From an optimization exercise on the open Yosys and OpenROAD flow, aimed at small area, a short achievable clock period and few clock cycles per item; shortcuts taken in it are not production practice. In this exercise RTL edits were held to simulation tests only and were not proved equivalent to the original.

## run.sh

```bash
#!/bin/bash
# synth_recipe.tcl (not shown) runs the flow's synth.tcl, then flattens the netlist and writes it again
# the make line also repeats each setting of config.mk as NAME=value (left out here)
make -C /OpenROAD-flow-scripts/flow DESIGN_CONFIG=/design/flow/config.mk WORK_HOME=/design/flow/orfs CLKGATE_MAP_FILE= SYNTH_SCRIPT=/design/flow/synth_recipe.tcl finish
```

## config.mk

```make
export PLATFORM = sky130hd
export DESIGN_NAME = modular_inverse_euclid_core
export DESIGN_NICKNAME = modular_inverse_euclid_core
export VERILOG_FILES = /design/flow/design.v
export SDC_FILE = /design/flow/constraint.sdc
export NUM_CORES = 4
export LEC_CHECK = 0
export CAP_MARGIN = 20
export CORE_MARGIN = 2
export CORE_UTILIZATION = 30
export SLEW_MARGIN = 20
```

## constraint.sdc

```tcl
create_clock -name core_clock -period 6.0 [get_ports {clock}]
set_input_delay 1.2000 -clock core_clock [delete_from_list [all_inputs] [get_ports {clock}]]
set_output_delay 1.2000 -clock core_clock [all_outputs]
set_load 0.01 [all_outputs]
```

## design.v

```verilog
`default_nettype none
package mie_pkg;
   localparam int unsigned STATUS_WIDTH = 1;
   localparam logic [STATUS_WIDTH-1:0] STATUS_OK   = 1'b0;
   localparam logic [STATUS_WIDTH-1:0] STATUS_NONE = 1'b1;
endpackage
`default_nettype wire
`default_nettype none
module modular_inverse_euclid_core #(
   parameter int unsigned DATA_WIDTH = 63
) (
   input  wire logic                               clock,
   input  wire logic                               reset,
   input  wire logic                               req_valid,
   output logic                                    req_ready,
   input  wire logic [DATA_WIDTH-1:0]              req_value,
   input  wire logic [DATA_WIDTH-1:0]              req_modulus,
   output logic                                    rsp_valid,
   input  wire logic                               rsp_ready,
   output logic [DATA_WIDTH-1:0]                   rsp_inverse,
   output logic [mie_pkg::STATUS_WIDTH-1:0]        rsp_status
);
   localparam int unsigned CW = $clog2(DATA_WIDTH);
   localparam logic [1:0] PH_RUN  = 2'd0;    
   localparam logic [1:0] PH_FIX1 = 2'd1;    
   localparam logic [1:0] PH_FIX2 = 2'd2;    
   logic                  busy_ff, busy_in;
   logic                  ov_ff, ov_in;
   logic [1:0]            ph_ff, ph_in;
   logic                  align_ff, align_in;
   logic                  first_ff, first_in;
   logic                  neg_ff, neg_in;
   logic                  fail_ff, fail_in;
   logic [CW-1:0]         j_ff, j_in;
   logic [DATA_WIDTH-1:0] a_ff, a_in, b_ff, b_in;
   logic [DATA_WIDTH-1:0] ca_ff, ca_in, cb_ff, cb_in;
   logic [mie_pkg::STATUS_WIDTH-1:0] st_ff, st_in;
   logic [DATA_WIDTH:0]   s1;         
   logic [DATA_WIDTH:0]   s2;         
   logic [DATA_WIDTH-1:0] sum;        
   logic                  b_le_a, b2_le_a;
   logic                  b_zero, a_one;
   logic                  take;       
   logic                  hold_out;   
   assign s1      = {1'b0, a_ff} - {1'b0, b_ff};
   assign s2      = {1'b0, a_ff} - {b_ff, 1'b0};
   assign sum     = ca_ff + cb_ff;
   assign b_le_a  = !s1[DATA_WIDTH];
   assign b2_le_a = !s2[DATA_WIDTH];
   assign b_zero  = (b_ff == '0);
   assign a_one   = (a_ff == {{(DATA_WIDTH-1){1'b0}}, 1'b1});
   assign req_ready   = !busy_ff || (ph_ff == PH_FIX2 && !ov_ff);
   assign take        = req_valid && req_ready;
   assign hold_out    = ov_ff && !rsp_ready;
   assign rsp_valid   = ov_ff;
   assign rsp_inverse = cb_ff;
   assign rsp_status  = st_ff;
   always_comb begin
      busy_in = busy_ff; ov_in = ov_ff; ph_in = ph_ff; align_in = align_ff;
      first_in = first_ff; neg_in = neg_ff; fail_in = fail_ff; j_in = j_ff;
      a_in = a_ff; b_in = b_ff; ca_in = ca_ff; cb_in = cb_ff; st_in = st_ff;
      if (ov_ff && rsp_ready) begin
         ov_in = 1'b0;
      end
      if (busy_ff) begin
         unique case (ph_ff)
            PH_RUN: begin
               if (align_ff && b_zero) begin
                  ph_in   = PH_FIX1;
                  fail_in = first_ff || !a_one;
                  a_in    = cb_ff;
                  b_in    = ca_ff;
               end else if (align_ff && !b_ff[DATA_WIDTH-1] && b2_le_a) begin
                  b_in = {b_ff[DATA_WIDTH-2:0], 1'b0};
                  j_in = j_ff + 1'b1;
                  if (!first_ff) begin
                     cb_in = {cb_ff[DATA_WIDTH-2:0], 1'b0};
                  end
               end else if (j_ff != '0) begin
                  align_in = 1'b0;
                  if (b_le_a) begin
                     a_in = s1[DATA_WIDTH-1:0];
                     if (!first_ff) begin
                        ca_in = sum;
                     end
                  end
                  b_in = b_ff >> 1;
                  j_in = j_ff - 1'b1;
                  if (!first_ff) begin
                     cb_in = cb_ff >> 1;
                  end
               end else if (!(first_ff && hold_out)) begin
                  align_in = 1'b1;
                  first_in = 1'b0;
                  neg_in   = !neg_ff;
                  a_in     = b_ff;
                  b_in     = b_le_a ? s1[DATA_WIDTH-1:0] : a_ff;
                  ca_in    = first_ff ? '0 : cb_ff;
                  cb_in    = (b_le_a && !first_ff) ? sum : ca_ff;
               end
            end
            PH_FIX1: begin
               ph_in = PH_FIX2;
            end
            default: begin
               if (!hold_out) begin
                  busy_in = 1'b0;
                  ov_in   = 1'b1;
                  st_in   = fail_ff ? mie_pkg::STATUS_NONE : mie_pkg::STATUS_OK;
                  if (fail_ff || a_one) begin
                     cb_in = '0;
                  end else if (neg_ff) begin
                     cb_in = s1[DATA_WIDTH-1:0];
                  end else begin
                     cb_in = b_ff;
                  end
               end
            end
         endcase
      end
      if (take) begin
         busy_in  = 1'b1;
         ph_in    = PH_RUN;
         align_in = 1'b1;
         first_in = 1'b1;
         neg_in   = 1'b0;
         j_in     = '0;
         a_in     = req_value;
         b_in     = req_modulus;
         ca_in    = {{(DATA_WIDTH-1){1'b0}}, 1'b1};
      end
   end
   always_ff @(posedge clock) begin
      if (reset) begin
         busy_ff <= 1'b0;
         ov_ff   <= 1'b0;
      end else begin
         busy_ff <= busy_in;
         ov_ff   <= ov_in;
      end
      ph_ff <= ph_in; align_ff <= align_in; first_ff <= first_in;
      neg_ff <= neg_in; fail_ff <= fail_in; j_ff <= j_in;
      a_ff <= a_in; b_ff <= b_in; ca_ff <= ca_in; cb_ff <= cb_in;
      st_ff <= st_in;
   end
endmodule
`default_nettype wire
```

==> results of run 1 <==
[path summary, 6_finish.rpt]
kind	depth (start not counted)	endpoint	from
worst min register to register	0	st_ff$_DFFE_PP_	fail_ff$_DFFE_PP_
worst max-delay path	13	b_ff[60]$_DFFE_PP_	b_ff[10]$_DFFE_PP_
worst min-delay path	0	st_ff$_DFFE_PP_	fail_ff$_DFFE_PP_
worst max register to register	13	b_ff[60]$_DFFE_PP_	b_ff[10]$_DFFE_PP_
[stage by stage]
step | setup TNS [ns] | setup slack (ns) | hold WS [ns]
after floorplan | -105.43 | -1.67 | 0.419
after global placement | 0 | 1.06 | 0.459
after detailed placement | 0 | 1.00 | 0.457
after CTS | 0 | 0.956 | 0.474
after global routing | 0 | 0.837 | 0.483
final | 0 | 1.05 | 0.480
[kinds of logic after synthesis]
group           after synthesis  synth area share [%]
compound gates             1253                  31.2
simple gates               1117                  19.2
buf+inv                     368                  5.49
flops                       267                  27.7
fa+ha+maj                   193                  9.30
xor+xnor                    127                  4.25
mux                          74                  2.86
[routing by layer]
layer | wire [microns] | up-vias | part of all wire [%] | track usage, %
met1 | 52600 | 13400 | 44 | 37.7
met3 | 13800 | 199 | 12 | 5.52
met2 | 46900 | 1782 | 40 | 34.5
li1 | - | 12900 | - | -
met5 | 11 | - | 0.0093 | 0
met4 | 5080 | 2 | 4.3 | 10.1
[placed cells by master, fill, tap and decap left out, types with 12 or more instances in the layout]
cell type | synthesis | layout
o21a_1 | 22 | 21
clkbuf_16 | 0 | 27
nand2_1 | 345 | 342
o22ai_1 | 26 | 26
inv_1 | 109 | 101
nor2_1 | 384 | 378
o211ai_1 | 40 | 40
edfxtp_1 | 191 | 191
a211oi_1 | 110 | 110
a221o_1 | 43 | 43
buf_4 | 1 | 37
a311oi_1 | 21 | 21
clkdlybuf4s50_1 | 0 | 195
a221oi_1 | 74 | 74
xnor2_1 | 87 | 87
nand2b_1 | 17 | 17
nor3_1 | 86 | 86
nand3_1 | 48 | 47
o21ai_0 | 272 | 269
mux2i_1 | 67 | 67
and3_1 | 51 | 50
nor2b_1 | 16 | 16
nand4_1 | 71 | 71
xor2_1 | 40 | 40
dfxtp_1 | 76 | 75
a2111oi_0 | 12 | 12
a21oi_1 | 340 | 339
a21o_1 | 86 | 85
o21bai_1 | 43 | 43
or3_1 | 16 | 16
nor4_1 | 49 | 49
ha_1 | 190 | 188
a31oi_1 | 48 | 48
[flip-flops by register name (all words and copies together) (netlist names)]
signal / count
align_ff: 1
ca_ff: 63
ph_ff: 2
busy_ff: 1
b_ff: 63
neg_ff: 1
cb_ff: 63
ov_ff: 1
first_ff: 1
j_ff: 6
fail_ff: 1
a_ff: 63
st_ff: 1
[cell type report]
cell class,count,area (sq um),area share (%)
Multi-Input combinational cell,2764,17700,58.6
Sequential cell,267,7260,24.1
Timing Repair Buffer,239,2370,7.86
Tap cell,1155,1450,4.79
Clock buffer,36,757,2.51
Inverter,110,413,1.37
Clock inverter,14,239,0.793
==> results.tsv, run 1 <==
metric	value	unit
status	complete, no violations	
largest net degree at the start of global routing	190	
count leader, synth	nor2_1	
area grow syn2layout	15.0	%
mapped cell area	0.0262	sq mm
Post-DRT Antenna Nets	0	
Primary FF master, synth	edfxtp_1	
DIE AREA	0.0897	sq mm
delay-heaviest family, CP	compound AO/OA/AOI/OAI gates	
row cnt	108	
CP Class	reg -> reg	
Skew-Pair Late Insertion Delay	0.60	ns
cts bufs inserted	27	
Max Clock Skew	0.0343	ns
DP Area	0.0291	sq mm
Final Non-Filler Cells	4585	
Yosys reg bits	267	
antenna violations before repair	1	
slew margin rel.	27.6	%
clock buffer depth	3	
slowest stage cell on the critical path	edfxtp_1	
Nets	3732	
EDFF count, synth	191	
Final Core Density	34.8	%
first-pass GRT wire length	173	mm
post-synth top area share	21.9	%
synth top area cells	edfxtp_1 22%, ha_1 9.1%, a21oi_1 6.5%	
MaxCap Viol Count	0	
number of synthesis warnings	1	
global placer's final weighted congestion	0.988	
Worst EP arrival	5.30	ns
Worst path max stage delay	0.56	ns
cell area after layout	0.0301	sq mm
H-tree levels	1	
Core ar.	0.0866	sq mm
number of distinct library cells after synthesis	75	
fill cell count	9062	
WP data required	6.35	ns
DRC violations left	0	
crit path launch type	flop	
gr ovfl total	0	
detailed placement HPWL	90.0	mm
Port Buf Inserts	195	
n_diodes	0	
Final setup viols	0	
cells along the critical path	inv_1 -> ha_1 -> nand4_1 -> a2111oi_0 -> a31oi_1 -> a21oi_2 -> o211ai_1 -> a2111oi_2 -> nor2_1 -> o41ai_2 -> xor2_1 -> a211oi_1 -> o41ai_1	
Tcrit/Tclk final	82.4	%
CP endpoint kind	flop	
Reg2Reg Setup Slack	1.05	ns
die height	300	microns
Max Freq	0.202	GHz
HP Class	reg -> reg	
# placed instances	4535	
drt first-iter violations	3797	
TritonCTS clock tree	done	
Total Wirelength	118	mm
clock-pin slew on the worst setup and hold paths	0.07	ns
Starting Density	30.2	%
Root Driver	clkbuf_16	
vias in the first global route	25900	
Die W	300	microns
Buf+Inv Stages, Crit Path	1	
Synth Instances	3399	
detail-routed via count per cell	6.15	
async set or reset register ratio after synthesis	0	%
Slew Limit Fails	0	
post-synth net total	3722	
CTS resizes	0	
Total GRT Usage	25.2	%
crit path max fanout	7	
sequential cell area fraction in the yosys report	27.7	%
Post-synth top cells	384 x nor2_1, 345 x nand2_1, 340 x a21oi_1, 272 x o21ai_0, 205 x clkbuf_1	
min cycle time layout	4.95	ns
Slew @ Worst Pin	1.08	ns
# IOs	196	
syn avg cell area	7.71	sq um
# clock sinks	267	
layout cell share with drive strength beyond 1	4.49	%
Synth area leader	edfxtp_1	
endpoints failing hold	0	
hold_buf cts	0	
post-CTS setup buffer count	0	
unrepaired setup endpoints after global routing	false	
drt pass-1 iters	8	
Routed WL per cell	25.8	microns
Vias	28200	
Testbench counts, summed over its fixed seeds: cycles 314,341, items 2,400.
==> inputs of run 2 (changes only) <==
--- a/design.v
+++ b/design.v
@@ -39,16 +39,17 @@
    logic [DATA_WIDTH:0]   s2;         
    logic [DATA_WIDTH-1:0] sum;        
    logic                  b_le_a, b2_le_a;
-   logic                  b_zero, a_one;
+   logic                  b_zero, a_one, m_one;
    logic                  take;       
    logic                  hold_out;   
    assign s1      = {1'b0, a_ff} - {1'b0, b_ff};
    assign s2      = {1'b0, a_ff} - {b_ff, 1'b0};
-   assign sum     = ca_ff + cb_ff;
+   assign sum     = ca_ff + cb_ff + {{(DATA_WIDTH-1){1'b0}}, (ph_ff == PH_FIX2)};
    assign b_le_a  = !s1[DATA_WIDTH];
    assign b2_le_a = !s2[DATA_WIDTH];
    assign b_zero  = (b_ff == '0);
    assign a_one   = (a_ff == {{(DATA_WIDTH-1){1'b0}}, 1'b1});
+   assign m_one   = (cb_ff == {{(DATA_WIDTH-1){1'b0}}, 1'b1});
    assign req_ready   = !busy_ff || (ph_ff == PH_FIX2 && !ov_ff);
    assign take        = req_valid && req_ready;
    assign hold_out    = ov_ff && !rsp_ready;
@@ -68,8 +69,9 @@
                if (align_ff && b_zero) begin
                   ph_in   = PH_FIX1;
                   fail_in = first_ff || !a_one;
-                  a_in    = cb_ff;
-                  b_in    = ca_ff;
+                  if (neg_ff) begin
+                     ca_in = ~ca_ff;
+                  end
                end else if (align_ff && !b_ff[DATA_WIDTH-1] && b2_le_a) begin
                   b_in = {b_ff[DATA_WIDTH-2:0], 1'b0};
                   j_in = j_ff + 1'b1;
@@ -107,12 +109,12 @@
                   busy_in = 1'b0;
                   ov_in   = 1'b1;
                   st_in   = fail_ff ? mie_pkg::STATUS_NONE : mie_pkg::STATUS_OK;
-                  if (fail_ff || a_one) begin
+                  if (fail_ff || m_one) begin
                      cb_in = '0;
                   end else if (neg_ff) begin
-                     cb_in = s1[DATA_WIDTH-1:0];
+                     cb_in = sum;
                   end else begin
-                     cb_in = b_ff;
+                     cb_in = ca_ff;
                   end
                end
             end
--- a/config.mk
+++ b/config.mk
@@ -8,4 +8,5 @@
 export CAP_MARGIN = 20
 export CORE_MARGIN = 2
 export CORE_UTILIZATION = 30
+export SETUP_SLACK_MARGIN = 2.5
 export SLEW_MARGIN = 20
==> results.tsv, run 2 <==
metric	value	unit	change
synth top area cells	edfxtp_1 22%, a21oi_1 9.2%, ha_1 9.1%		
cts bufs inserted	37		+37%
Yosys reg bits	267		unchanged
post-synth net total	3697		-0.67%
cells along the critical path	inv_1 -> ha_2 -> nand4_1 -> nor2_4 -> nand3_1 -> o311a_4 -> buf_12 -> or2_4 -> buf_12 -> clkbuf_16 -> nand2_4 -> a31oi_1 -> a221o_1		
commonest non-fill, non-tap cell in the layout	a21oi_1		
clock-pin slew on the worst setup and hold paths	0.06	ns	about the same
count leader, synth	a21oi_1		
sequential cell area fraction in the yosys report	28.0	%	+0.26 points
crit path max fanout	8		+1
simple-gate share of the synthesized area	19.7	%	+0.52 points
Routed WL per cell	24.3	microns	-5.8%
setup TNS	0	ns	unchanged
# IOs	196		unchanged
mapped cell area	0.0260	sq mm	-0.93%
WP data required	6.33	ns	-0.02 ns
most frequent cells in the layout	413 x a21oi_1, 335 x nor2_1, 305 x nand2_1, 280 x buf_4, 195 x clkdlybuf4s50_1		
Final setup viols	0		unchanged
row cnt	107		-0.93%
Post-synth top cells	479 x a21oi_1, 361 x nor2_1, 355 x nand2_1, 213 x o21ai_0, 191 x edfxtp_1		
detailed placement HPWL	75.5	mm	-16%
gr ovfl total	0		unchanged
Post-DRT Antenna Nets	0		unchanged
Primary FF master, synth	edfxtp_1		
MaxCap Viol Count	0		unchanged
async set or reset register ratio after synthesis	0	%	unchanged
CP Class	reg -> reg		
Final Non-Filler Cells	4933		+7.6%
EDFF count, synth	191		unchanged
Vias	29900		+6.0%
crit path launch type	flop		
Post-Synth XOR/XNOR Area	3.88	%	-0.37 points
Total Wirelength	120	mm	+1.3%
DRC violations left	0		unchanged
min cycle time layout	3.68	ns	-1.27 ns
endpoints failing hold	0		unchanged
syn avg cell area	7.69	sq um	-0.19%
first-pass GRT wire length	169	mm	-2.2%
Hold Path Cell Cnt	2		+2
vias in the first global route	27200		+4.8%
multiplexer share of the synthesized area	4.08	%	+1.2 points
Slew @ Worst Pin	1.02	ns	-0.0596 ns
most repeated library cell on the critical path	buf_12		
CP endpoint kind	flop		
Root Driver	clkbuf_16		
FF-to-FF path depth	13		unchanged
Synth area leader	edfxtp_1		
final hold slack	0.486	ns	+0.00552 ns
slew margin rel.	32.0	%	+4.4 points
Port Buf Inserts	195		unchanged
Core ar.	0.0854	sq mm	-1.4%
drt pass-1 iters	7		-1
n_diodes	0		unchanged
Worst path max stage delay	0.48	ns	-0.08 ns
Skew-Pair Late Insertion Delay	0.58	ns	-0.02 ns
Starting Density	30.4	%	+0.14 points
die height	298	microns	-0.46%
Max Clock Skew	0.0308	ns	-0.00350 ns
antenna violations before repair	1		unchanged
Final Core Density	43.1	%	+8.3 points
layout cell share with drive strength beyond 1	25.8	%	+21 points
clock buffer depth	3		unchanged
H-tree levels	2		+1
Synth Instances	3374		-0.74%
# clock sinks	267		unchanged
drt first-iter violations	3313		-13%
post-synth top area share	22.1	%	+0.20 points
DIE AREA	0.0889	sq mm	-0.91%
global placer's final weighted congestion	0.981		-0.72%
Nets	4084		+9.4%
largest family of logic cells by synthesized area	compound AO/OA/AOI/OAI gates		
area grow syn2layout	41.9	%	
largest net degree at the start of global routing	132		-31%
number of synthesis warnings	1		unchanged
Worst EP arrival	4.01	ns	-1.29 ns
status	complete, no violations		
HP Class	reg -> reg		
Slew Limit Fails	0		unchanged
Synth Area in Compound Gates	29.3	%	-1.9 points
number of distinct library cells after synthesis	87		+16%
# placed instances	4519		-0.35%
detail-routed via count per cell	6.06		-1.5%
Max Freq	0.272	GHz	+34%
unrepaired setup endpoints after global routing	true		
TritonCTS clock tree	done		
Tcrit/Tclk final	61.3	%	-21 points
Die W	298	microns	-0.46%
area share of fa/ha/maj cells after synthesis	9.42	%	+0.12 points
Total GRT Usage	24.2	%	-1.0 points
slowest stage cell on the critical path	o311a_4		
[run 2: changes by cell type after synthesis, moves of 23 or more]
cell	change
a21oi_1	+139
clkbuf_1	-28
nor3_1	-37
o21ai_0	-59
nor2_1	-23
xnor2_1	-26
a221oi_1	-66
nand3_1	+30
a211oi_1	-65
[run 2: area by class of cell]
type | count | area [sq um]
clock inverters | 19 | 161
multi-input cells | 2758 | 20700
repair inverters | 1 | 11.3
fillers | 8395 | 48600
flip-flops and latches | 267 | 7260
repair buffers | 578 | 5790
clock buffers | 48 | 1030
well taps | 1144 | 1430
inverters | 118 | 455
[run 2: routing by layer]
metal | global-route usage [%] | vias up | share of wire (%)
met1 | 31.7 | 14400 | 39
met4 | 8.89 | 2 | 4.9
li1 | - | 13400 | -
met2 | 40.5 | 1685 | 46
met3 | 3.22 | 348 | 9.2
met5 | 0 | - | 0.0067
[run 2: worst max-delay path: cells and delay by family (launching register included)]
family | cells | cell delay (ns)
adder cells (fa/ha/maj) | 1 | 0.43
buffers and inverters | 4 | 0.60
AO/OA/AOI/OAI | 3 | 0.91
flip-flops | 1 | 0.39
AND/OR/NAND/NOR | 5 | 1.09
[run 2: cells by family after synthesis]
| family | count (synthesis) |
|---|---|
| AO/OA/AOI/OAI | 1218 |
| XOR/XNOR | 115 |
| adder cells (fa/ha/maj) | 193 |
| buffers and inverters | 358 |
| flip-flops | 267 |
| multiplexers | 103 |
| AND/OR/NAND/NOR | 1120 |
[run 2: through the flow]
stage | setup WS, ns | cell area (sq um)
3_3_place_gp | 0.900 | 28800
2_1_floorplan | 2.20 | 26000
4_1_cts | 2.45 | 32900
3_5_place_dp | 0.865 | 28800
5_1_grt | 2.26 | 36800
6_report | 2.32 | 36800
[run 2: path summary, 6_finish.rpt]
path                    startpoint  slack (ns)                    end
min          align_ff$_SDFFE_PP1P_        0.49  align_ff$_SDFFE_PP1P_
max             b_ff[44]$_DFFE_PP_        2.32    cb_ff[28]$_DFFE_PP_
min reg2reg  align_ff$_SDFFE_PP1P_        0.49  align_ff$_SDFFE_PP1P_
max reg2reg     b_ff[44]$_DFFE_PP_        2.32    cb_ff[28]$_DFFE_PP_
[run 2: what timing repair did]
action,CTS,global route
gates resized for setup,289,546
buffers inserted,171,146
hold buffers,0,0
setup endpoints to repair,451,428
gates cloned,9,21
pin swaps,71,230
Testbench counts of run 2, summed over its fixed seeds: cycles 314,341, items 2,400.
==> inputs of run 3 (changes only) <==
--- a/config.mk
+++ b/config.mk
@@ -7,6 +7,6 @@
 export LEC_CHECK = 0
 export CAP_MARGIN = 20
 export CORE_MARGIN = 2
-export CORE_UTILIZATION = 30
+export CORE_UTILIZATION = 50
 export SETUP_SLACK_MARGIN = 2.5
 export SLEW_MARGIN = 20
==> results.tsv, run 3 <==
metric	value	unit	change
delay-heaviest family, CP	simple AND/OR/NAND/NOR gates		
Port Buf Inserts	195		unchanged
slew margin rel.	18.4	%	-14 points
Tcrit/Tclk final	62.1	%	+0.76 points
crit path max fanout	25		+17
crit path from	a_ff[25]$_DFFE_PP_		
number of synthesis warnings	1		unchanged
cells along the critical path	ha_4 -> nand4_1 -> buf_4 -> nor4_4 -> o211a_1 -> nor3_4 -> o21ai_4 -> a21o_4 -> clkinv_8 -> nor2_4 -> buf_4 -> a221o_1		
met2 Usage GRT	64.5	%	+24 points
vias in the first global route	28500		+4.9%
Routed WL per cell	26.7	microns	+9.6%
Primary FF master, synth	edfxtp_1		
Final Non-Filler Cells	4449		-9.8%
# placed instances	4051		-10%
Die W	232	microns	-22%
async set or reset register ratio after synthesis	0	%	unchanged
clock buffer depth	3		unchanged
cts bufs inserted	37		unchanged
Buf+Inv Stages, Crit Path	3		-1
Post-DRT Antenna Nets	0		unchanged
layout cell share with drive strength beyond 1	25.2	%	-0.54 points
Final setup viols	0		unchanged
detail-routed via count per cell	6.85		+13%
post-synth top area share	22.1	%	unchanged
worst setup margin	2.27	ns	-0.0455 ns
post-synth net total	3697		unchanged
CP endpoint kind	flop		
gr ovfl total	0		unchanged
Synth area leader	edfxtp_1		
die height	232	microns	-22%
Total GRT Usage	39.1	%	+15 points
MaxCap Viol Count	0		unchanged
most repeated library cell on the critical path	buf_4		
area grow syn2layout	40.3	%	
mapped cell area	0.0260	sq mm	unchanged
number of distinct library cells after synthesis	87		unchanged
min cycle time layout	3.73	ns	+0.0455 ns
# clock sinks	267		unchanged
drt first-iter violations	3547		+7.1%
Post-synth top cells	479 x a21oi_1, 361 x nor2_1, 355 x nand2_1, 213 x o21ai_0, 191 x edfxtp_1		
Max Freq	0.268	GHz	-1.2%
Slew Limit Fails	0		unchanged
count leader, synth	a21oi_1		
cell area after layout	0.0364	sq mm	-1.1%
WP data required	6.45	ns	+0.12 ns
crit path launch type	flop		
status	complete, no violations		
endpoints failing hold	0		unchanged
met1 usage	47.4	%	+16 points
first-pass GRT wire length	165	mm	-2.7%
DRC violations left	0		unchanged
Yosys reg bits	267		unchanged
drt pass-1 iters	6		-1
Skew-Pair Late Insertion Delay	0.61	ns	+0.03 ns
Synth Instances	3374		unchanged
HP Class	reg -> reg		
commonest non-fill, non-tap cell in the layout	a21oi_1		
Vias	30500		+1.9%
sequential cell area fraction in the yosys report	28.0	%	unchanged
setup TNS	0	ns	unchanged
CP Class	reg -> reg		
Setup WS pre-CTS	0.950	ns	+0.0853 ns
Core ar.	0.0513	sq mm	-40%
detailed placement HPWL	71.4	mm	-5.4%
Root Driver	clkbuf_16		
Worst path max stage delay	0.72	ns	+0.24 ns
syn avg cell area	7.69	sq um	unchanged
Max Clock Skew	0.0343	ns	+0.00344 ns
EDFF count, synth	191		unchanged
Nets	4062		-0.54%
gr busiest metal	met2		
row cnt	83		-22%
Worst EP arrival	4.18	ns	+0.17 ns
Final Core Density	71.0	%	+28 points
H-tree levels	2		unchanged
Starting Density	50.6	%	+20 points
most frequent cells in the layout	384 x a21oi_1, 329 x nor2_1, 318 x nand2_1, 241 x buf_4, 195 x clkdlybuf4s50_1		
GR Layer Usage met3	6.97	%	+3.8 points
largest net degree at the start of global routing	171		+30%
TritonCTS clock tree	done		
slowest stage cell on the critical path	nor2_4		
reg2reg start	a_ff[25]$_DFFE_PP_		
DP Area	0.0283	sq mm	-1.9%
synth top area cells	edfxtp_1 22%, a21oi_1 9.2%, ha_1 9.1%		
# IOs	196		unchanged
unrepaired setup endpoints after global routing	true		
Total Wirelength	119	mm	-1.1%
hold path start	align_ff$_SDFFE_PP1P_		
clock-pin slew on the worst setup and hold paths	0.06	ns	about the same
global placer's final weighted congestion	1.03		+4.7%
antenna violations before repair	2		+1
DIE AREA	0.0537	sq mm	-40%
Slew @ Worst Pin	1.22	ns	+0.203 ns
final hold slack	0.511	ns	+0.0249 ns
[run 3: what timing repair did]
item | 4_1_cts | 5_1_grt
pin swaps | 67 | 201
gates cloned | 10 | 34
endpoints found under the hold margin | 0 | 0
setup buffers | 140 | 145
gates resized for setup | 265 | 571
endpoints found under the setup margin | 451 | 441
hold buffers | 0 | 0
[run 3: cells by family after synthesis]
kind of cell	after synthesis	share of synthesized area, %
compound gates	1218	29.3
simple gates	1120	19.7
buf+inv	358	5.63
flops	267	28.0
fa+ha+maj	193	9.42
xor+xnor	115	3.88
mux	103	4.08
[run 3: path summary, 6_finish.rpt]
path	slack, ns	endpoint	cells after the start
worst max-delay path	2.27	cb_ff[7]$_DFFE_PP_	12
worst min-delay path	0.51	align_ff$_SDFFE_PP1P_	2
worst max register to register	2.27	cb_ff[7]$_DFFE_PP_	12
worst min register to register	0.51	align_ff$_SDFFE_PP1P_	2
[run 3: worst reg2reg max path, cell delays in order (launching register included)]
cell	delay [ns]
edfxtp_1	0.51
ha_4	0.33
nand4_1	0.17
buf_4	0.20
nor4_4	0.34
o211a_1	0.25
nor3_4	0.06
o21ai_4	0.14
a21o_4	0.20
clkinv_8	0.10
nor2_4	0.72
buf_4	0.38
a221o_1	0.20
[run 3: cell type report]
cell class              count  area [sq um]
fillers                  4032         14900
inverters                 118           455
flip-flops and latches    267          7270
well taps                 680           851
diodes                      2          5.00
repair buffers            561          6010
clock buffers              52          1050
repair inverters            1          11.3
clock inverters            15           203
multi-input cells        2753         20600
[run 3: layer usage]
layer,vias up,share of wire [%]
li1,13400,-
met4,0,7.6
met1,14400,36
met5,-,0
met3,600,10
met2,2048,46
==> inputs of run 4 (changes only) <==
--- a/design.v
+++ b/design.v
@@ -20,7 +20,14 @@
    output logic [DATA_WIDTH-1:0]                   rsp_inverse,
    output logic [mie_pkg::STATUS_WIDTH-1:0]        rsp_status
 );
-   localparam int unsigned CW = $clog2(DATA_WIDTH);
+   localparam int unsigned CW = 6;    
+   localparam logic [CW-1:0] J0 = 6'b000001;
+   function automatic logic [CW-1:0] j_up(input logic [CW-1:0] x);
+      j_up = {x[4:0], x[5] ^ x[4]};
+   endfunction
+   function automatic logic [CW-1:0] j_dn(input logic [CW-1:0] x);
+      j_dn = {x[0] ^ x[5], x[5:1]};
+   endfunction
    localparam logic [1:0] PH_RUN  = 2'd0;    
    localparam logic [1:0] PH_FIX1 = 2'd1;    
    localparam logic [1:0] PH_FIX2 = 2'd2;    
@@ -74,11 +81,11 @@
                   end
                end else if (align_ff && !b_ff[DATA_WIDTH-1] && b2_le_a) begin
                   b_in = {b_ff[DATA_WIDTH-2:0], 1'b0};
-                  j_in = j_ff + 1'b1;
+                  j_in = j_up(j_ff);
                   if (!first_ff) begin
                      cb_in = {cb_ff[DATA_WIDTH-2:0], 1'b0};
                   end
-               end else if (j_ff != '0) begin
+               end else if (j_ff != J0) begin
                   align_in = 1'b0;
                   if (b_le_a) begin
                      a_in = s1[DATA_WIDTH-1:0];
@@ -87,7 +94,7 @@
                      end
                   end
                   b_in = b_ff >> 1;
-                  j_in = j_ff - 1'b1;
+                  j_in = j_dn(j_ff);
                   if (!first_ff) begin
                      cb_in = cb_ff >> 1;
                   end
@@ -126,7 +133,7 @@
          align_in = 1'b1;
          first_in = 1'b1;
          neg_in   = 1'b0;
-         j_in     = '0;
+         j_in     = J0;
          a_in     = req_value;
          b_in     = req_modulus;
          ca_in    = {{(DATA_WIDTH-1){1'b0}}, 1'b1};
==> results.tsv, run 4 <==
metric	value	unit	change
commonest non-fill, non-tap cell in the layout	a21oi_1		
Final setup viols	0		unchanged
WP data required	6.31	ns	-0.14 ns
crit path max fanout	5		-80%
number of synthesis warnings	1		unchanged
number of distinct library cells after synthesis	80		-8.0%
Worst EP arrival	4.65	ns	+0.47 ns
slew margin rel.	12.7	%	-5.7 points
sequential cell area fraction in the yosys report	27.7	%	-0.27 points
area grow syn2layout	49.2	%	
met2 Usage GRT	71.1	%	+6.6 points
Skew-Pair Late Insertion Delay	0.62	ns	about the same
Vias	33500		+9.7%
Die W	233	microns	+0.49%
Synth Instances	3390		+0.47%
count leader, synth	a21oi_1		
endpoints failing hold	0		unchanged
CP endpoint kind	flop		
clock buffer depth	3		unchanged
async set or reset register ratio after synthesis	0	%	unchanged
Primary FF master, synth	edfxtp_1		
Slew @ Worst Pin	1.30	ns	+0.0848 ns
post-synth top area share	21.9	%	-0.22 points
Slew Limit Fails	0		unchanged
detailed placement HPWL	75.3	mm	+5.4%
Core ar.	0.0516	sq mm	+0.61%
Routed WL per cell	30.6	microns	+15%
Post-synth top cells	427 x a21oi_1, 349 x nor2_1, 314 x nand2_1, 259 x o21ai_0, 198 x clkbuf_1		
Setup WS pre-CTS	0.994	ns	+0.0441 ns
crit path launch type	flop		
EDFF count, synth	191		unchanged
mapped cell area	0.0262	sq mm	+0.99%
status	complete, no violations		
Total Wirelength	140	mm	+18%
gr ovfl total	0		unchanged
detail-routed via count per cell	7.30		+6.6%
TritonCTS clock tree	done		
syn avg cell area	7.73	sq um	+0.52%
most frequent cells in the layout	332 x a21oi_1, 324 x nor2_1, 282 x nand2_1, 261 x buf_4, 195 x clkdlybuf4s50_1		
Starting Density	50.8	%	+0.19 points
setup TNS	0	ns	unchanged
layout cell share with drive strength beyond 1	27.9	%	+2.7 points
row cnt	83		unchanged
Nets	4193		+3.2%
gr busiest metal	met2		
GR Layer Usage met3	10.3	%	+3.3 points
H-tree levels	2		unchanged
drt first-iter violations	4801		+35%
Port Buf Inserts	195		unchanged
Tcrit/Tclk final	72.4	%	+10 points
unrepaired setup endpoints after global routing	true		
die height	233	microns	+0.49%
min cycle time layout	4.34	ns	+0.616 ns
Synth area leader	edfxtp_1		
vias in the first global route	30300		+6.3%
post-synth net total	3709		+0.32%
Yosys reg bits	267		unchanged
HP Class	reg -> reg		
DIE AREA	0.0543	sq mm	+0.98%
MaxCap Viol Count	0		unchanged
antenna violations before repair	7		+5
CP Class	reg -> reg		
Max Freq	0.230	GHz	-14%
Total GRT Usage	45.3	%	+6.1 points
Max Clock Skew	0.0495	ns	+0.0153 ns
# IOs	196		unchanged
DP Area	0.0287	sq mm	+1.2%
Root Driver	clkbuf_16		
met1 usage	55.1	%	+7.7 points
fill cell count	3488		-13%
worst setup margin	1.66	ns	-0.616 ns
hold_buf cts	0		unchanged
cell area after layout	0.0391	sq mm	+7.4%
# clock sinks	267		unchanged
cts bufs inserted	35		-5.4%
drt pass-1 iters	7		+1
largest net degree at the start of global routing	156		-8.8%
synth top area cells	edfxtp_1 22%, ha_1 8.9%, a21oi_1 8.2%		
first-pass GRT wire length	187	mm	+13%
clock-pin slew on the worst setup and hold paths	0.07	ns	about the same
DRC violations left	0		unchanged
Post-DRT Antenna Nets	0		unchanged
global placer's final weighted congestion	1.02		-0.54%
[run 4: cell types whose count changed in the layout (fill, tap and decap cells not counted), sizes merged, moves of 16 or more]
cell	change
or3	+28
mux2i	+35
a21o	+43
nand2	-35
o22ai	-23
a311oi	-16
nand4	-24
a21oi	-53
buf	+116
a31oi	+18
o21ai	+22
[run 4: cells by family (layout without fill, tap and decap cells)]
family / count (synthesis) / after routing / synth area share [%]
compound gates: 1269 / 1271 / 30.7
simple gates: 1088 / 1096 / 19.1
buf+inv: 346 / 844 / 5.05
flops: 267 / 267 / 27.7
fa+ha+maj: 189 / 189 / 9.11
mux: 123 / 123 / 4.73
xor+xnor: 108 / 108 / 3.61
other cells: 0 / 4 / 0
[run 4: worst paths after layout]
check,cells past startpoint,startpoint,endpoint,slack (ns)
setup reg to reg,17,cb_ff[0]$_DFFE_PP_,cb_ff[60]$_DFFE_PP_,1.66
hold reg to reg,0,fail_ff$_DFFE_PP_,st_ff$_DFFE_PP_,0.50
setup / recovery,17,cb_ff[0]$_DFFE_PP_,cb_ff[60]$_DFFE_PP_,1.66
hold / removal,0,fail_ff$_DFFE_PP_,st_ff$_DFFE_PP_,0.50
[run 4: per-stage QoR]
stage	util, %	std cells	hold slack (ns)
2_1_floorplan	-	3390	0.419
3_3_place_gp	55.5	4073	0.460
3_5_place_dp	55.5	4073	0.465
4_1_cts	68.1	4428	0.480
5_1_grt	75.8	4579	0.498
6_report	75.8	4582	0.502
[run 4: area by class of cell]
| cell class | count | area (sq um) | area share, % |
|---|---|---|---|
| Timing Repair Buffer | 675 | 7970 | 20.4 |
| Multi-Input combinational cell | 2787 | 21400 | 54.8 |
| Clock buffer | 45 | 976 | 2.50 |
| Sequential cell | 267 | 7270 | 18.6 |
| Inverter | 108 | 409 | 1.05 |
| Clock inverter | 16 | 203 | 0.518 |
| Tap cell | 680 | 851 | 2.18 |
| Antenna cell | 4 | 10.0 | 0.0256 |
[run 4: timing repair]
action                                  CTS  global route
endpoints found under the setup margin  450           446
cloned                                   42            25
setup buffers                           252           125
pin swaps                               194           253
gates resized for setup                 519           506
hold endpoints to repair                  0             0
[run 4: layer usage]
metal	wire length (microns)	vias to the layer above
met5	175	-
met4	13600	10
met3	19200	993
met2	59300	2955
met1	47700	15700
li1	-	13800
[run 4: worst max-delay path, cell delays in order (launching register included)]
cell      delay [ns]
edfxtp_1        0.42
inv_2           0.11
fa_2            0.23
inv_2           0.04
fa_2            0.36
a21oi_2         0.19
nand4b_1        0.18
a211oi_2        0.10
o211ai_1        0.26
buf_4           0.20
a211oi_4        0.08
o211ai_1        0.23
buf_4           0.22
a21oi_4         0.09
o31a_1          0.45
or3_1           0.36
a31oi_2         0.41
o31ai_2         0.13
Testbench counts of run 4, summed over its fixed seeds: cycles 314,341, items 2,400.
==> inputs of run 5 (changes only) <==
--- a/design.v
+++ b/design.v
@@ -45,13 +45,15 @@
    logic [DATA_WIDTH:0]   s1;         
    logic [DATA_WIDTH:0]   s2;         
    logic [DATA_WIDTH-1:0] sum;        
+   logic [DATA_WIDTH:0]   sum_x;
    logic                  b_le_a, b2_le_a;
    logic                  b_zero, a_one, m_one;
    logic                  take;       
    logic                  hold_out;   
    assign s1      = {1'b0, a_ff} - {1'b0, b_ff};
    assign s2      = {1'b0, a_ff} - {b_ff, 1'b0};
-   assign sum     = ca_ff + cb_ff + {{(DATA_WIDTH-1){1'b0}}, (ph_ff == PH_FIX2)};
+   assign sum_x   = {ca_ff, 1'b1} + {cb_ff, (ph_ff == PH_FIX2)};
+   assign sum     = sum_x[DATA_WIDTH:1];
    assign b_le_a  = !s1[DATA_WIDTH];
    assign b2_le_a = !s2[DATA_WIDTH];
    assign b_zero  = (b_ff == '0);
--- a/config.mk
+++ b/config.mk
@@ -10,3 +10,4 @@
 export CORE_UTILIZATION = 50
 export SETUP_SLACK_MARGIN = 2.5
 export SLEW_MARGIN = 20
+export TNS_END_PERCENT = 0
==> results.tsv, run 5 <==
metric	value	unit	change
layout cell share with drive strength beyond 1	12.2	%	-16 points
CP endpoint kind	flop		
largest net degree at the start of global routing	167		+7.1%
cts bufs inserted	36		+2.9%
H-tree levels	2		unchanged
drt pass-1 iters	6		-1
Post-DRT Antenna Nets	0		unchanged
slowest stage cell on the critical path	or4b_4		
detail-routed via count per cell	6.75		-7.5%
global placer's final weighted congestion	1.06		+3.5%
Skew-Pair Late Insertion Delay	0.58	ns	-0.04 ns
die height	231	microns	-0.82%
HP Class	reg -> reg		
worst setup margin	2.13	ns	+0.474 ns
Yosys reg bits	267		unchanged
mapped cell area	0.0258	sq mm	-1.7%
Synth Instances	3396		+0.18%
Total Wirelength	111	mm	-21%
Routed WL per cell	25.9	microns	-15%
MaxCap Viol Count	0		unchanged
cells along the critical path	inv_2 -> ha_4 -> and4_4 -> or4b_4 -> a311o_1 -> a211o_4 -> a211oi_4 -> buf_6 -> buf_4 -> nand2_1 -> nor3_1 -> a22oi_1 -> o21ai_0		
# clock sinks	267		unchanged
Post-synth top cells	480 x a21oi_1, 362 x nand2_1, 336 x nor2_1, 285 x o21ai_0, 205 x clkbuf_1		
DRC violations left	0		unchanged
Tcrit/Tclk final	64.5	%	-7.9 points
Setup WS pre-CTS	0.969	ns	-0.0249 ns
crit path launch type	flop		
number of distinct library cells after synthesis	75		-6.3%
min cycle time layout	3.87	ns	-0.474 ns
setup TNS	0	ns	unchanged
async set or reset register ratio after synthesis	0	%	unchanged
row cnt	83		unchanged
Vias	28900		-14%
slew margin rel.	24.4	%	+12 points
Nets	3885		-7.3%
Buf+Inv Stages, Crit Path	3		-1
antenna violations before repair	1		-6
TritonCTS clock tree	done		
CP Class	reg -> reg		
synth top area cells	edfxtp_1 22%, a21oi_1 9.3%, ha_1 9.1%		
Final setup viols	0		unchanged
syn avg cell area	7.59	sq um	-1.8%
Primary FF master, synth	edfxtp_1		
delay-heaviest family, CP	simple AND/OR/NAND/NOR gates		
EDFF count, synth	191		unchanged
Port Buf Inserts	195		unchanged
most frequent cells in the layout	456 x a21oi_1, 358 x nand2_1, 331 x nor2_1, 268 x o21ai_0, 195 x clkdlybuf4s50_1		
fill cell count	4544		+30%
status	complete, no violations		
# IOs	196		unchanged
Max Clock Skew	0.0273	ns	-0.0222 ns
post-synth top area share	22.2	%	+0.37 points
final hold slack	0.511	ns	+0.00954 ns
Total GRT Usage	39.9	%	-5.3 points
crit path max fanout	6		+1
Starting Density	50.5	%	-0.34 points
Synth area leader	edfxtp_1		
Worst path max stage delay	0.53	ns	+0.08 ns
Max Freq	0.259	GHz	+12%
Slew @ Worst Pin	1.12	ns	-0.181 ns
first-pass GRT wire length	166	mm	-11%
Die W	231	microns	-0.82%
endpoints failing hold	0		unchanged
commonest non-fill, non-tap cell in the layout	a21oi_1		
unrepaired setup endpoints after global routing	true		
gr ovfl total	0		unchanged
area grow syn2layout	23.4	%	
sequential cell area fraction in the yosys report	28.2	%	+0.47 points
vias in the first global route	28200		-7.1%
Worst EP arrival	4.36	ns	-0.29 ns
post-synth net total	3715		+0.16%
Slew Limit Fails	0		unchanged
Core ar.	0.0511	sq mm	-1.0%
count leader, synth	a21oi_1		
clock-pin slew on the worst setup and hold paths	0.06	ns	about the same
Root Driver	clkbuf_16		
WP data required	6.49	ns	+0.18 ns
drt first-iter violations	2880		-40%
detailed placement HPWL	72.7	mm	-3.4%
clock buffer depth	3		unchanged
DIE AREA	0.0534	sq mm	-1.6%
number of synthesis warnings	1		unchanged
[run 5: cell type report]
| cell class | instances | area [sq um] | share of cell area, % |
|---|---|---|---|
| Inverter | 111 | 417 | 1.31 |
| Tap cell | 680 | 851 | 2.67 |
| Multi-Input combinational cell | 2773 | 18500 | 58.1 |
| Timing Repair Buffer | 377 | 3640 | 11.5 |
| Clock inverter | 11 | 146 | 0.460 |
| Sequential cell | 267 | 7260 | 22.8 |
| Clock buffer | 53 | 1000 | 3.16 |
| Antenna cell | 3 | 7.51 | 0.0236 |
[run 5: stage by stage]
stage                     utilization, %  std cells  instance area, sq um
after global routing                62.2       4272                 31800
after floorplan                        -       3396                 25900
final                               62.3       4275                 31800
after detailed placement            55.1       4071                 28100
after global placement              55.1       4071                 28100
after CTS                           61.4       4255                 31400
[run 5: worst paths after layout]
check / cells past startpoint / slack, ns / endpoint / start
max: 13 / 2.13 / ca_ff[59]$_SDFFE_PP0P_ / b_ff[18]$_DFFE_PP_
min: 0 / 0.51 / st_ff$_DFFE_PP_ / fail_ff$_DFFE_PP_
max reg2reg: 13 / 2.13 / ca_ff[59]$_SDFFE_PP0P_ / b_ff[18]$_DFFE_PP_
min reg2reg: 0 / 0.51 / st_ff$_DFFE_PP_ / fail_ff$_DFFE_PP_
[run 5: per-layer routing]
layer,vias to the layer above,global-route usage (%),wire length (microns)
li1,13100,-,-
met1,13700,49.3,42800
met2,1687,64.2,50100
met3,406,5.33,9250
met4,2,28.9,8560
met5,-,0,14
[run 5: timing repair]
item / 4_1_cts / 5_1_grt
hold buffers: 0 / 0
setup endpoints to repair: 452 / 445
pin swaps: 39 / 24
cloned: 6 / 1
buffers inserted: 114 / 16
resized for setup: 199 / 53
[run 5: cells by family after synthesis]
logic type,Yosys count,share of synthesized area (%)
buffers and inverters,357,5.42
adders and majority gates,189,9.23
xor gates and xnor gates,119,4.04
DFF,267,28.2
AOI/OAI and AO/OA,1250,29.9
muxes,86,3.35
and+or+nand+nor,1128,19.9
[run 5: worst register-to-register path, stage by stage, from the launching register on]
cell and delay, ns:
edfxtp_1 0.39, inv_2 0.11, ha_4 0.32, and4_4 0.24, or4b_4 0.53, a311o_1 0.39, a211o_4 0.38, a211oi_4 0.37
buf_6 0.17, buf_4 0.15, nand2_1 0.29, nor3_1 0.27, a22oi_1 0.08, o21ai_0 0.10
Testbench counts of run 5, summed over its fixed seeds: cycles 314,341, items 2,400.
==> inputs of run 6 (changes only) <==
--- a/design.v
+++ b/design.v
@@ -65,69 +65,64 @@
    assign rsp_valid   = ov_ff;
    assign rsp_inverse = cb_ff;
    assign rsp_status  = st_ff;
+   logic run, dbl_e, sub_e, swp_e, fix1_e, fix2_e, dbl, c1;
+   logic [DATA_WIDTH-1:0] a_pre, b_pre, ca_pre, cb_pre, res;
+   assign run    = busy_ff && (ph_ff == PH_RUN);
+   assign fix1_e = run && align_ff && b_zero;
+   assign dbl_e  = run && align_ff && !b_zero && !b_ff[DATA_WIDTH-1];
+   assign sub_e  = run && !(align_ff && b_zero) && (j_ff != J0);
+   assign swp_e  = run && !(align_ff && b_zero) && (j_ff == J0) && !(first_ff && hold_out);
+   assign fix2_e = busy_ff && (ph_ff == PH_FIX2) && !hold_out;
+   assign dbl    = dbl_e && b2_le_a;
+   assign c1     = b_le_a;
+   assign res = (fail_ff || m_one) ? '0 : (neg_ff ? sum : ca_ff);
    always_comb begin
+      a_pre  = take ? req_value : (swp_e ? b_ff : a_ff);
+      b_pre  = take ? req_modulus : (sub_e ? (b_ff >> 1) : b_ff);
+      ca_pre = take ? {{(DATA_WIDTH-1){1'b0}}, 1'b1} :
+               (fix1_e && neg_ff) ? ~ca_ff :
+               swp_e ? (first_ff ? '0 : cb_ff) : ca_ff;
+      cb_pre = (sub_e && !first_ff) ? (cb_ff >> 1) :
+               fix2_e ? res : cb_ff;
+      if (dbl) begin
+         a_in  = a_ff;
+         b_in  = {b_ff[DATA_WIDTH-2:0], 1'b0};
+         ca_in = ca_ff;
+         cb_in = first_ff ? cb_ff : {cb_ff[DATA_WIDTH-2:0], 1'b0};
+      end else begin
+         a_in  = (sub_e && c1) ? s1[DATA_WIDTH-1:0] : a_pre;
+         b_in  = swp_e ? (c1 ? s1[DATA_WIDTH-1:0] : a_ff) : b_pre;
+         ca_in = (sub_e && !first_ff && c1) ? sum : ca_pre;
+         cb_in = swp_e ? ((c1 && !first_ff) ? sum : ca_ff) : cb_pre;
+      end
       busy_in = busy_ff; ov_in = ov_ff; ph_in = ph_ff; align_in = align_ff;
       first_in = first_ff; neg_in = neg_ff; fail_in = fail_ff; j_in = j_ff;
-      a_in = a_ff; b_in = b_ff; ca_in = ca_ff; cb_in = cb_ff; st_in = st_ff;
+      st_in = st_ff;
       if (ov_ff && rsp_ready) begin
          ov_in = 1'b0;
       end
-      if (busy_ff) begin
-         unique case (ph_ff)
-            PH_RUN: begin
-               if (align_ff && b_zero) begin
-                  ph_in   = PH_FIX1;
-                  fail_in = first_ff || !a_one;
-                  if (neg_ff) begin
-                     ca_in = ~ca_ff;
-                  end
-               end else if (align_ff && !b_ff[DATA_WIDTH-1] && b2_le_a) begin
-                  b_in = {b_ff[DATA_WIDTH-2:0], 1'b0};
-                  j_in = j_up(j_ff);
-                  if (!first_ff) begin
-                     cb_in = {cb_ff[DATA_WIDTH-2:0], 1'b0};
-                  end
-               end else if (j_ff != J0) begin
-                  align_in = 1'b0;
-                  if (b_le_a) begin
-                     a_in = s1[DATA_WIDTH-1:0];
-                     if (!first_ff) begin
-                        ca_in = sum;
-                     end
-                  end
-                  b_in = b_ff >> 1;
-                  j_in = j_dn(j_ff);
-                  if (!first_ff) begin
-                     cb_in = cb_ff >> 1;
-                  end
-               end else if (!(first_ff && hold_out)) begin
-                  align_in = 1'b1;
-                  first_in = 1'b0;
-                  neg_in   = !neg_ff;
-                  a_in     = b_ff;
-                  b_in     = b_le_a ? s1[DATA_WIDTH-1:0] : a_ff;
-                  ca_in    = first_ff ? '0 : cb_ff;
-                  cb_in    = (b_le_a && !first_ff) ? sum : ca_ff;
-               end
-            end
-            PH_FIX1: begin
-               ph_in = PH_FIX2;
-            end
-            default: begin
-               if (!hold_out) begin
-                  busy_in = 1'b0;
-                  ov_in   = 1'b1;
-                  st_in   = fail_ff ? mie_pkg::STATUS_NONE : mie_pkg::STATUS_OK;
-                  if (fail_ff || m_one) begin
-                     cb_in = '0;
-                  end else if (neg_ff) begin
-                     cb_in = sum;
-                  end else begin
-                     cb_in = ca_ff;
-                  end
-               end
-            end
-         endcase
+      if (dbl) begin
+         j_in = j_up(j_ff);
+      end else if (sub_e) begin
+         align_in = 1'b0;
+         j_in     = j_dn(j_ff);
+      end else if (swp_e) begin
+         align_in = 1'b1;
+         first_in = 1'b0;
+         neg_in   = !neg_ff;
+         j_in     = J0;
+      end
+      if (fix1_e) begin
+         ph_in   = PH_FIX1;
+         fail_in = first_ff || !a_one;
+      end
+      if (busy_ff && ph_ff == PH_FIX1) begin
+         ph_in = PH_FIX2;
+      end
+      if (fix2_e) begin
+         busy_in = 1'b0;
+         ov_in   = 1'b1;
+         st_in   = fail_ff ? mie_pkg::STATUS_NONE : mie_pkg::STATUS_OK;
       end
       if (take) begin
          busy_in  = 1'b1;
@@ -136,9 +131,6 @@
          first_in = 1'b1;
          neg_in   = 1'b0;
          j_in     = J0;
-         a_in     = req_value;
-         b_in     = req_modulus;
-         ca_in    = {{(DATA_WIDTH-1){1'b0}}, 1'b1};
       end
    end
    always_ff @(posedge clock) begin
==> results.tsv, run 6 <==
metric	value	unit	change
antenna violations before repair	0		-1
clock buffer depth	3		unchanged
layout cell share with drive strength beyond 1	10.3	%	-1.9 points
Routed WL per cell	25.9	microns	+0.22%
fill cell count	4293		-5.5%
clock-pin slew on the worst setup and hold paths	0.06	ns	about the same
die height	227	microns	-1.8%
Tcrit/Tclk final	65.8	%	+1.4 points
crit path launch type	flop		
# IOs	196		unchanged
Die W	227	microns	-1.8%
Core ar.	0.0491	sq mm	-4.0%
Worst EP arrival	4.23	ns	-0.13 ns
Yosys reg bits	267		unchanged
syn avg cell area	8.24	sq um	+8.5%
Final Core Density	61.9	%	-0.35 points
Slew @ Worst Pin	1.12	ns	-0.0000813 ns
crit path max fanout	8		+2
# clock sinks	267		unchanged
n_diodes	0		-3
Root Driver	clkbuf_16		
drt pass-1 iters	6		unchanged
cts bufs inserted	35		-2.8%
endpoints failing hold	0		unchanged
status	complete, no violations		
first-pass GRT wire length	150	mm	-9.9%
number of distinct library cells after synthesis	94		+25%
row cnt	81		-2.4%
drt first-iter violations	2799		-2.8%
WP data required	6.28	ns	-0.21 ns
Starting Density	50.7	%	+0.21 points
unrepaired setup endpoints after global routing	true		
post-synth net total	3336		-10%
post-synth top area share	30.6	%	+8.3 points
Synth area leader	edfxtp_1		
FF-to-FF path depth	15		+2
Post-synth top cells	321 x nand2_1, 320 x a21oi_1, 301 x o21ai_0, 253 x edfxtp_1, 196 x nor2_1		
global placer's final weighted congestion	0.986		-6.7%
Synth Instances	3017		-11%
vias in the first global route	25100		-11%
FF-to-FF End	cb_ff[1]$_DFFE_PP_		
Vias	26400		-8.7%
Port Buf Inserts	195		unchanged
multi-input logic area	0.0164	sq mm	-11%
Nets	3504		-9.8%
Max Freq	0.253	GHz	-2.1%
reg2reg start	a_ff[21]$_DFFE_PP_		
largest net degree at the start of global routing	105		-37%
Hold Path Cell Cnt	2		+2
most frequent cells in the layout	314 x nand2_1, 310 x a21oi_1, 288 x o21ai_0, 253 x edfxtp_1		
worst hold endpoint	j_ff[2]$_SDFFE_PP0P_		
slew margin rel.	24.4	%	about the same
Total Wirelength	101	mm	-9.2%
commonest non-fill, non-tap cell in the layout	nand2_1		
Skew-Pair Late Insertion Delay	0.58	ns	about the same
Reg2Reg Setup Slack	2.05	ns	-0.08 ns
synth top area cells	edfxtp_1 31%, ha_1 9.4%, a21oi_1 6.4%		
Post-DRT Antenna Nets	0		unchanged
setup TNS	0	ns	unchanged
H-tree levels	2		unchanged
detailed placement HPWL	63.9	mm	-12%
min cycle time layout	3.95	ns	+0.0830 ns
TritonCTS clock tree	done		
Max Clock Skew	0.0261	ns	-0.00126 ns
number of synthesis warnings	1		unchanged
detail-routed via count per cell	6.80		+0.72%
most repeated library cell on the critical path	buf_12		
async set or reset register ratio after synthesis	0	%	unchanged
Worst path max stage delay	0.56	ns	+0.03 ns
CP endpoint kind	flop		
met2 Usage GRT	61.0	%	-3.2 points
HP Class	reg -> reg		
Sequential Area	0.00788	sq mm	+8.6%
Slew Limit Fails	0		unchanged
area grow syn2layout	22.2	%	
met1 usage	48.8	%	-0.56 points
DRC violations left	0		unchanged
EDFF count, synth	253		+32%
DIE AREA	0.0515	sq mm	-3.5%
GR Layer Usage met3	7.09	%	+1.8 points
count leader, synth	nand2_1		
CP Class	reg -> reg		
gr ovfl total	0		unchanged
Final setup viols	0		unchanged
gr busiest metal	met2		
Total GRT Usage	37.9	%	-2.1 points
sequential cell area fraction in the yosys report	31.7	%	+3.5 points
slowest stage cell on the critical path	a2111o_2		
final hold slack	0.516	ns	+0.00490 ns
MaxCap Viol Count	0		unchanged
hold path start	j_ff[1]$_SDFFE_PP0P_		
cells along the critical path	ha_4 -> nand4_1 -> nor4_4 -> o21ai_1 -> o211ai_1 -> a41oi_4 -> a2111o_2 -> buf_6 -> buf_16 -> a21o_1 -> o21ai_4 -> buf_12 -> buf_12 -> buf_12 -> buf_16		
Primary FF master, synth	edfxtp_1		
mapped cell area	0.0249	sq mm	-3.6%
run 6: area by class of cell:
type,count,share of cell area (%)
timing repair buffer,332,12.1
clock buffer,47,3.28
inverter,99,1.22
sequential,267,26.0
tap,664,2.74
clock inverter,16,0.511
multi-input combinational,2450,54.2
run 6: worst max-delay path by stage:
stage	from	endpoint	slack, ns	cells past startpoint
after floorplan	a_ff[2]$_DFFE_PP_	ca_ff[0]$_DFFE_PP_	1.68	14
after global placement	b_ff[16]$_DFFE_PP_	a_ff[30]$_DFFE_PP_	1.08	14
after detailed placement	a_ff[18]$_DFFE_PP_	a_ff[30]$_DFFE_PP_	0.98	13
after CTS	a_ff[20]$_DFFE_PP_	cb_ff[54]$_DFFE_PP_	2.20	14
after global routing	a_ff[16]$_DFFE_PP_	cb_ff[54]$_DFFE_PP_	1.94	14
final	a_ff[21]$_DFFE_PP_	cb_ff[1]$_DFFE_PP_	2.05	15
run 6: layer usage:
metal  vias to the layer above  wire, microns  part of all wire (%)
li1                      11900              -                     -
met4                         0           5440                   5.4
met2                      1574          45500                    45
met5                         -              0                     0
met1                     12600          39900                    40
met3                       315           9680                   9.6
run 6: worst max-delay path, delay by kind of cell, from the launching register on:
family	cells	cell delay, ns
AO/OA/AOI/OAI	6	1.56
AND/OR/NAND/NOR	2	0.58
buffers and inverters	6	0.73
flip-flops	1	0.46
adder cells (fa/ha/maj)	1	0.30
run 6: cells by family (layout without fill, tap and decap cells):
group                    count (synthesis)  in the layout  synth area share, %
AO/OA/AOI/OAI                         1150           1152                 29.3
XOR/XNOR                               120            120                 4.23
adder cells (fa/ha/maj)                189            189                 9.58
buffers and inverters                  304            494                 5.07
flip-flops                             267            267                 31.7
multiplexers                            27             27                 1.14
AND/OR/NAND/NOR                        960            962                 18.9
run 6: metrics by stage:
stage                     std cells  area [sq um]  worst slack [ns]
after CTS                      3866         30200              2.20
after global placement         3705         27200              1.08
after global routing           3875         30400              1.94
final                          3875         30400              2.05
after detailed placement       3705         27200             0.979
after floorplan                3017         25000              1.68
run 6: what timing repair did:
item,4_1_cts,5_1_grt
hold buffers,0,0
buffers inserted,76,7
gates cloned,22,2
resized for setup,142,20
pin swaps,27,9
setup endpoints to repair,513,507
Testbench counts of run 6, summed over its fixed seeds: cycles 314,341, items 2,400.
==> inputs of run 7 (changes only) <==
--- a/config.mk
+++ b/config.mk
@@ -7,7 +7,7 @@
 export LEC_CHECK = 0
 export CAP_MARGIN = 20
 export CORE_MARGIN = 2
-export CORE_UTILIZATION = 50
+export CORE_UTILIZATION = 30
 export SETUP_SLACK_MARGIN = 2.5
 export SLEW_MARGIN = 20
 export TNS_END_PERCENT = 0
==> results.tsv, run 7 <==
metric	value	unit	change
status	complete, no violations		
Tcrit/Tclk final	65.9	%	about the same
clock buffer depth	3		unchanged
Die W	292	microns	+29%
Max Freq	0.253	GHz	about the same
layout cell share with drive strength beyond 1	8.35	%	-2.0 points
setup TNS	0	ns	unchanged
drt pass-1 iters	5		-1
Yosys reg bits	267		unchanged
EDFF count, synth	253		unchanged
Skew-Pair Late Insertion Delay	0.59	ns	about the same
detailed placement HPWL	67.7	mm	+6.0%
Routed WL per cell	24.0	microns	-7.5%
DRC violations left	0		unchanged
row cnt	105		+30%
Slew @ Worst Pin	0.929	ns	-0.194 ns
DIE AREA	0.0852	sq mm	+65%
Primary FF master, synth	edfxtp_1		
sequential cell area fraction in the yosys report	31.7	%	unchanged
crit path from	rsp_ready		
async set or reset register ratio after synthesis	0	%	unchanged
Worst EP arrival	4.26	ns	+0.03 ns
TritonCTS clock tree	done		
unrepaired setup endpoints after global routing	true		
count leader, synth	nand2_1		
# clock sinks	267		unchanged
WP data required	6.31	ns	+0.03 ns
gr ovfl total	0		unchanged
Slew Limit Fails	0		unchanged
area grow syn2layout	20.1	%	
post-synth net total	3336		unchanged
Hold Path Cell Cnt	2		unchanged
n_diodes	0		unchanged
cell area after layout	0.0298	sq mm	-1.7%
endpoints failing hold	0		unchanged
CP Capture Point	b_ff[32]$_DFFE_PP_		
commonest non-fill, non-tap cell in the layout	nand2_1		
vias in the first global route	24200		-3.8%
DP Area	0.0278	sq mm	+1.9%
MaxCap Viol Count	0		unchanged
min cycle time layout	3.95	ns	+0.00188 ns
CP Class	in -> reg		
CP endpoint kind	flop		
number of distinct library cells after synthesis	94		unchanged
FF-to-FF path depth	11		-4
Post-synth top cells	321 x nand2_1, 320 x a21oi_1, 301 x o21ai_0, 253 x edfxtp_1, 196 x nor2_1		
largest net degree at the start of global routing	87		-17%
crit path launch type	input port		
slowest stage cell on the critical path	buf_4		
crit path max fanout	55		+47
Reg2Reg Setup Slack	2.06	ns	about the same
FF-to-FF End	b_ff[32]$_DFFE_PP_		
Total GRT Usage	22.9	%	-15 points
die height	292	microns	+29%
Synth area leader	edfxtp_1		
antenna violations before repair	4		+4
Port Buf Inserts	195		unchanged
post-synth top area share	30.6	%	unchanged
HP Class	reg -> reg		
clock-pin slew on the worst setup and hold paths	0.06	ns	about the same
synth top area cells	edfxtp_1 31%, ha_1 9.4%, a21oi_1 6.4%		
mapped cell area	0.0249	sq mm	unchanged
drt first-iter violations	2492		-11%
Core ar.	0.0821	sq mm	+67%
Root Driver	clkbuf_16		
first-pass GRT wire length	152	mm	+1.5%
number of synthesis warnings	1		unchanged
final hold slack	0.513	ns	-0.00301 ns
Setup WS pre-CTS	1.26	ns	+0.283 ns
H-tree levels	2		unchanged
Vias	25500		-3.2%
Starting Density	30.3	%	-20 points
Final setup viols	0		unchanged
Post-DRT Antenna Nets	0		unchanged
slew margin rel.	38.1	%	+14 points
most frequent cells in the layout	316 x nand2_1, 311 x a21oi_1, 294 x o21ai_0, 253 x edfxtp_1, 195 x clkdlybuf4s50_1		
Synth Instances	3017		unchanged
cells along the critical path	clkdlybuf4s50_1 -> nor2b_1 -> nand2_1 -> and3_4 -> buf_4 -> a211oi_1 -> a311o_1 -> o21ai_0		
Max Clock Skew	0.0331	ns	+0.00707 ns
Nets	3467		-1.1%
detail-routed via count per cell	6.01		-12%
reg2reg start	b_ff[29]$_DFFE_PP_		
global placer's final weighted congestion	0.964		-2.3%
cts bufs inserted	35		unchanged
fill cell count	8440		+97%
Worst path max stage delay	0.72	ns	+0.16 ns
worst setup margin	2.05	ns	-0.00188 ns
# IOs	196		unchanged
Total Wirelength	102	mm	+1.3%
syn avg cell area	8.24	sq um	unchanged
[run 7: worst min-delay path by stage]
stage	startpoint	end	slack (ns)
after floorplan	fail_ff$_DFFE_PP_	st_ff$_DFFE_PP_	0.42
after detailed placement	fail_ff$_DFFE_PP_	st_ff$_DFFE_PP_	0.48
after CTS	j_ff[2]$_SDFFE_PP0P_	j_ff[3]$_SDFFE_PP0P_	0.51
after global routing	fail_ff$_DFFE_PP_	st_ff$_DFFE_PP_	0.54
after global placement	fail_ff$_DFFE_PP_	st_ff$_DFFE_PP_	0.48
final	j_ff[2]$_SDFFE_PP0P_	j_ff[3]$_SDFFE_PP0P_	0.51
[run 7: timing repair]
item / 4_1_cts / 5_1_grt
hold buffers: 0 / 0
gates resized for setup: 87 / 15
setup buffers: 50 / 7
cloned: 7 / 1
pin swaps: 24 / 5
setup endpoints to repair: 512 / 496
[run 7: area by class of cell]
type	instances	area (sq um)	share of cell area (%)
Clock buffer	44	910	3.05
Inverter	99	372	1.25
Tap cell	1070	1340	4.49
Multi-Input combinational cell	2450	16200	54.5
Clock inverter	17	165	0.554
Sequential cell	267	7880	26.4
Timing Repair Buffer	295	2920	9.80
[run 7: routing by layer]
| metal | global-route usage (%) | up-vias | share of wire (%) |
|---|---|---|---|
| li1 | - | 11800 | - |
| met1 | 31.1 | 12300 | 43 |
| met2 | 37.3 | 1260 | 46 |
| met3 | 3.88 | 183 | 8.9 |
| met4 | 6.08 | 6 | 2.6 |
| met5 | 0 | - | 0.040 |
[run 7: metrics by stage]
stage / utilization, % / instances
after floorplan: - / 3017
after global placement: 33.8 / 4116
after detailed placement: 33.8 / 4116
after CTS: 36.2 / 4234
after global routing: 36.3 / 4242
final: 36.3 / 4242
[run 7: cell families after synthesis]
logic type / count (synthesis) / synth area share [%]
fa+ha+maj: 189 / 9.58
buf+inv: 304 / 5.07
compound gates: 1150 / 29.3
xor+xnor: 120 / 4.23
simple gates: 960 / 18.9
mux: 27 / 1.14
flops: 267 / 31.7
[run 7: worst max-delay path, delay by kind of cell]
family	cells	cell delay (ns)
and+or+nand+nor	3	0.99
buffers and inverters	2	1.31
AOI/OAI and AO/OA	3	0.71

==> what the ideal ports hide <==
The results above use ideal ports. As a check the final layouts listed here were re-extracted and re-timed, cells and wires unchanged. Step 1 assumes that a clkbuf_16 drives the clock port and a buf_2 every other input. Step 2, shift: input delay + t, output delay - t, t = (earliest + latest rising clock arrival at the registers) / 2. This alone moves slack from input paths to output paths. a / b / c = ideal / step 1 / step 2; a / b = the first two.
run | shift t [ns] | slack for setup (ns) | clock arrival spread, ns | worst register clock-pin slew, ns | cell pins on the clock port's net
run 1 | 0.643 | 1.053 / 1.053 / 1.053 | 0.034 / 0.035 | 0.08 / 0.08 | 1
run 2 | 0.632 | 2.320 / 2.320 / 2.164 | 0.031 / 0.030 | 0.06 / 0.06 | 1
run 3 | 0.649 | 2.274 / 2.274 / 2.274 | 0.035 / 0.035 | 0.06 / 0.06 | 1
run 4 | 0.653 | 1.659 / 1.659 / 1.659 | 0.049 / 0.050 | 0.07 / 0.07 | 1
run 5 | 0.629 | 2.133 / 2.133 / 1.780 | 0.027 / 0.027 | 0.07 / 0.07 | 1
run 6 | 0.624 | 2.050 / 2.050 / 1.908 | 0.026 / 0.026 | 0.07 / 0.07 | 1
run 7 | 0.639 | 2.048 / 2.063 / 1.445 | 0.033 / 0.033 | 0.07 / 0.07 | 1
After both steps setup and hold are still met in every run listed. For run 7, which loses most, drivers alone change the setup slack by +0.015 ns; drivers and shift together by -0.603 ns.
